From an optimization exercise on the open Yosys and OpenROAD flow, aimed at small area, a short achievable clock period and few clock cycles per item; shortcuts taken in it are not production practice.
The RTL was checked by simulation tests, not by an equivalence proof against the original design.
Power figures rest on the tool's default switching activity, not on a simulated workload.

// weight_stream_source
module weight_stream_source #(
    parameter int DATA_WIDTH = 32,
    parameter int DEPTH      = 64,
    parameter int ADDR_WIDTH = $clog2(DEPTH),
    parameter int REP_WIDTH  = 16
) (
    input  logic                  ap_clk,
    input  logic                  ap_rst_n,
    input  logic                  wr_en,
    input  logic [ADDR_WIDTH-1:0] wr_addr,
    input  logic [DATA_WIDTH-1:0] wr_data,
    input  logic                  start,
    input  logic [REP_WIDTH-1:0]  num_reps,
    output logic                  busy,
    output logic                  done,
    output logic [DATA_WIDTH-1:0] weights_V_tdata,
    output logic                  weights_V_tvalid,
    input  logic                  weights_V_tready,
    output logic                  weights_V_tlast
);
    localparam int DW = DATA_WIDTH;
    localparam int AW = ADDR_WIDTH;
    localparam int LW = AW / 2;
    localparam int HW = AW - LW;
    localparam int NL = 1 << LW;
    localparam int NH = 1 << HW;
    localparam int TW = 2;
    localparam int TS = 1 << TW;
    localparam int NT = DEPTH / TS;
    logic                 busy_q, done_q, vld_q, last_q, fin_q, loading_q, lastpass_q;
    logic                 idle_q;    
    logic                 busy_d, done_d;
    logic [AW-1:0]        n_q;       
    logic [REP_WIDTH-1:0] left_q;    
    logic [DEPTH-1:0][DW-1:0] ring;
    logic [AW-1:0]            ph_q;     
    logic [NL-1:0]            olo_q;    
    logic [NH-1:0]            ohi_q;    
    logic [AW-1:0]            rp_q;     
    logic [AW-1:0]            rpm_q;    
    logic [AW-1:0]            phm_q;    
    logic [NT-1:0]            tsel_q;   
    logic [NT-1:0]            tseln_q;  
    logic                     tap_q;    
  ...
Settings: LEC_CHECK=0, CAP_MARGIN=20, CORE_MARGIN=2, CORE_UTILIZATION=45, CTS_CLUSTER_DIAMETER=80, CTS_CLUSTER_SIZE=24, SETUP_SLACK_MARGIN=2.0, SLEW_MARGIN=20; clock period 4.0 ns.
run.sh (not shown) runs the stock make flow with config.mk's settings and CLKGATE_MAP_FILE= SYNTH_SCRIPT=/design/flow/synth_recipe.tcl, a recipe that flattens the netlist after the stock synthesis.
Testbench counts at the start, summed over its fixed seeds: cycles 15,864, items 15,296.
Next try:
--- a/flow/design.v
+++ b/flow/design.v
@@ -25,13 +25,13 @@
     localparam int NL = 1 << LW;
     localparam int NH = 1 << HW;
     localparam int TW = 2;
     localparam int TS = 1 << TW;
     localparam int NT = DEPTH / TS;
     logic                 busy_q, done_q, vld_q, last_q, fin_q, loading_q, lastpass_q;
-    logic                 idle_q;    
+    logic                 act_q;     
     logic                 busy_d, done_d;
     logic [AW-1:0]        n_q;       
     logic [REP_WIDTH-1:0] left_q;    
     logic [DEPTH-1:0][DW-1:0] ring;
     logic [AW-1:0]            ph_q;     
     logic [NL-1:0]            olo_q;    
@@ -50,19 +50,20 @@
     logic [DW-1:0]            wdat_q;   
     logic [DW-1:0]            wdatn_q;
     logic [NL-1:0]            klo_q;    
     logic [NH-1:0]            khi_q;    
     logic                     fwd_q;    
     logic [DW-1:0]            dat_q;
-    logic idle, accept, nz, ld, ld_any, pop, wrap, fwd_in, fwd_wq, wtake, cy;
-    logic [AW-1:0]    ph_d, o_d, rp_d;
+    logic idle, accept, nz, ld, ld_any, pop, wrap, fwd_in, fwd_d, wtake, cy;
+    logic [AW-1:0]    ph_d, o_d, rp_d, rpm_d;
+    logic [NT-1:0]    tdec;
     logic [NL-1:0]    alo, slo;
     logic [NH-1:0]    ahi, shi0, shi1, shi;
     logic [DEPTH-1:0] wsel, keep;
     logic [DW-1:0]    rd_ring, rd;
-    assign idle   = idle_q;
+    assign idle   = !act_q;
     assign accept = idle && start;
     assign nz     = (num_reps != '0);
     assign pop    = vld_q && weights_V_tready;
     assign ld_any = tap_q && (accept || (loading_q && (!vld_q || weights_V_tready)));
     assign ld     = ld_any && (nz || !accept);
     assign wrap   = (n_q == AW'(DEPTH - 1));
@@ -72,12 +73,13 @@
         ph_q  <= ph_d;
         phm_q <= ph_d - AW'(1);
         for (int i = 0; i < NL; i++) olo_q[i] <= (o_d[LW-1:0] == LW'(i));
         for (int i = 0; i < NH; i++) ohi_q[i] <= (o_d[AW-1:LW] == HW'(i));
     end
     assign wtake = wr_en && idle;
+    assign fwd_d = wtake && (wr_addr == AW'(ld));
     always_comb begin
         for (int i = 0; i < NL; i++) alo[i] = (wr_addr[LW-1:0] == LW'(i));
         for (int i = 0; i < NH; i++) ahi[i] = (wr_addr[AW-1:LW] == HW'(i));
         slo = '0;
         cy  = 1'b0;
         for (int i = 0; i < NL; i++)
@@ -97,13 +99,13 @@
     end
     always_ff @(posedge ap_clk) begin
         wlo_q   <= wtake ? slo : '0;
         whi_q   <= shi;
         wdat_q  <= wr_data;
         wdatn_q <= ~wr_data;
-        fwd_q   <= wtake && (wr_addr == AW'(ld));
+        fwd_q   <= fwd_d;
         klo_q   <= ~(wtake ? slo : '0);
         khi_q   <= ~shi;
     end
     always_comb begin
         for (int p = 0; p < DEPTH; p++) begin
             wsel[p] = wlo_q[p % NL] && whi_q[p / NL];
@@ -117,42 +119,50 @@
         end
     end
     always_comb begin
         if (ld)        rp_d = rp_q;
         else if (idle) rp_d = phm_q;
         else           rp_d = rpm_q;
+        if (ld)        rpm_d = rpm_q;
+        else if (idle) rpm_d = phm_q - AW'(1);
+        else           rpm_d = rpm_q - AW'(1);
+        for (int j = 0; j < NT; j++) begin
+            if (ld)        tdec[j] = (rp_q == AW'(j * TS));
+            else if (idle) tdec[j] = (phm_q == AW'(j * TS));
+            else           tdec[j] = (rpm_q == AW'(j * TS));
+        end
     end
     always_ff @(posedge ap_clk) begin
         rp_q  <= rp_d;
-        rpm_q <= rp_d - AW'(1);
+        rpm_q <= rpm_d;
         tap_q <= (rp_d[TW-1:0] == '0);
         for (int j = 0; j < NT; j++) begin
-            tsel_q[j]  <= (rp_d == AW'(j * TS));
-            tseln_q[j] <= (rp_d != AW'(j * TS));
+            tsel_q[j]  <= tdec[j] && !fwd_d;
+            tseln_q[j] <= !tdec[j] || fwd_d;
         end
     end
     always_comb begin
         rd_ring = '0;
         for (int j = 0; j < NT; j++)
             rd_ring = rd_ring | ({{(DW - DW / 2){!tseln_q[j]}}, {(DW / 2){tsel_q[j]}}} & ring[j * TS]);
+        rd_ring = rd_ring | ({DW{fwd_q}} & wdat_q);
     end
     assign fwd_in = accept && wr_en && (wr_addr == '0);
-    assign fwd_wq = fwd_q;
-    assign rd     = fwd_in ? wr_data : (fwd_wq ? wdat_q : rd_ring);
-    always_ff @(posedge ap_clk or negedge ap_rst_n) begin
-        if (!ap_rst_n) dat_q <= '0;
+    assign rd     = fwd_in ? wr_data : rd_ring;
+    always_ff @(posedge ap_clk) begin
+        if (!ap_rst_n)   dat_q <= '0;
         else if (ld_any) dat_q <= rd;
     end
     assign done_d = (accept && !nz) || (pop && fin_q && (pad_q == '0))
                  || (tail_q && (tcnt_q == TW'(1)));
     assign busy_d = (accept && nz) || (busy_q && !done_q);
     always_ff @(posedge ap_clk or negedge ap_rst_n) begin
         if (!ap_rst_n) begin
             busy_q     <= 1'b0;
             done_q     <= 1'b0;
-            idle_q     <= 1'b1;
+            act_q      <= 1'b0;
             vld_q      <= 1'b0;
             last_q     <= 1'b0;
             fin_q      <= 1'b0;
             loading_q  <= 1'b0;
             lastpass_q <= 1'b0;
             n_q        <= '0;
@@ -161,13 +171,13 @@
             tail_q     <= 1'b0;
             tcnt_q     <= '0;
         end else begin
             if (accept) pad_q <= ~rp_q[TW-1:0];
             done_q <= done_d;
             busy_q <= busy_d;
-            idle_q <= !busy_d && !done_d;
+            act_q  <= busy_d || done_d;
             if (pop && fin_q && (pad_q != '0)) begin
                 tail_q <= 1'b1;
                 tcnt_q <= pad_q;
             end else if (tail_q) begin
                 tcnt_q <= tcnt_q - TW'(1);
                 if (tcnt_q == TW'(1)) tail_q <= 1'b0;
The new run finished with timing, DRC and antenna clean.
Flip-flop and latch count is unchanged.
Synthesized area came out higher by 0.42%.
Critical path depth grows by 4.
Via count falls by 1.3%.
Wire length decreases by about 1.7%.
Hold slack improved by 0.22 ns.
Worst setup slack improves by 0.13 ns.
Design area drops by 2.2%.
Global-route usage decreases by 0.89 points.
Fmax climbs by about 6%.
Cell count came out lower by 1.2%.
Sequential share of layout area rises by 1.4 points.
Clock power barely changes.
Power shrinks by about 12%.
Testbench counts after the change, summed over its fixed seeds: cycles 15,864, items 15,296.

[port drivers added, routing unchanged]
The results above use ideal ports. As a check the final layouts listed here were re-extracted and re-timed, cells and wires unchanged.
Step 1 assumes that a clkbuf_16 drives the clock port and a buf_2 every other input.
Step 2 moves the port delays by t, midway between the first and last clock arrival at a register: inputs arrive t later, outputs are due t later. That takes back most of the time a late clock gives input paths.
Three values: no drivers, after step 1, after step 2; two values: the first two.
run	shift t [ns]	setup WS [ns]	hold slack, ns	worst setup path at the end	worst data-port slew with drivers (ns)
the first run	0.877	1.663 / 1.575 / 0.942	0.025 / -0.037 / 0.418	input to register	0.09
the second run	0.863	1.797 / 1.722 / 1.062	0.245 / 0.188 / 0.409	input to register	0.07
After both steps setup and hold are still met in every run listed. For the second run, which loses most, drivers alone change the setup slack by -0.075 ns; drivers and shift together by -0.735 ns.
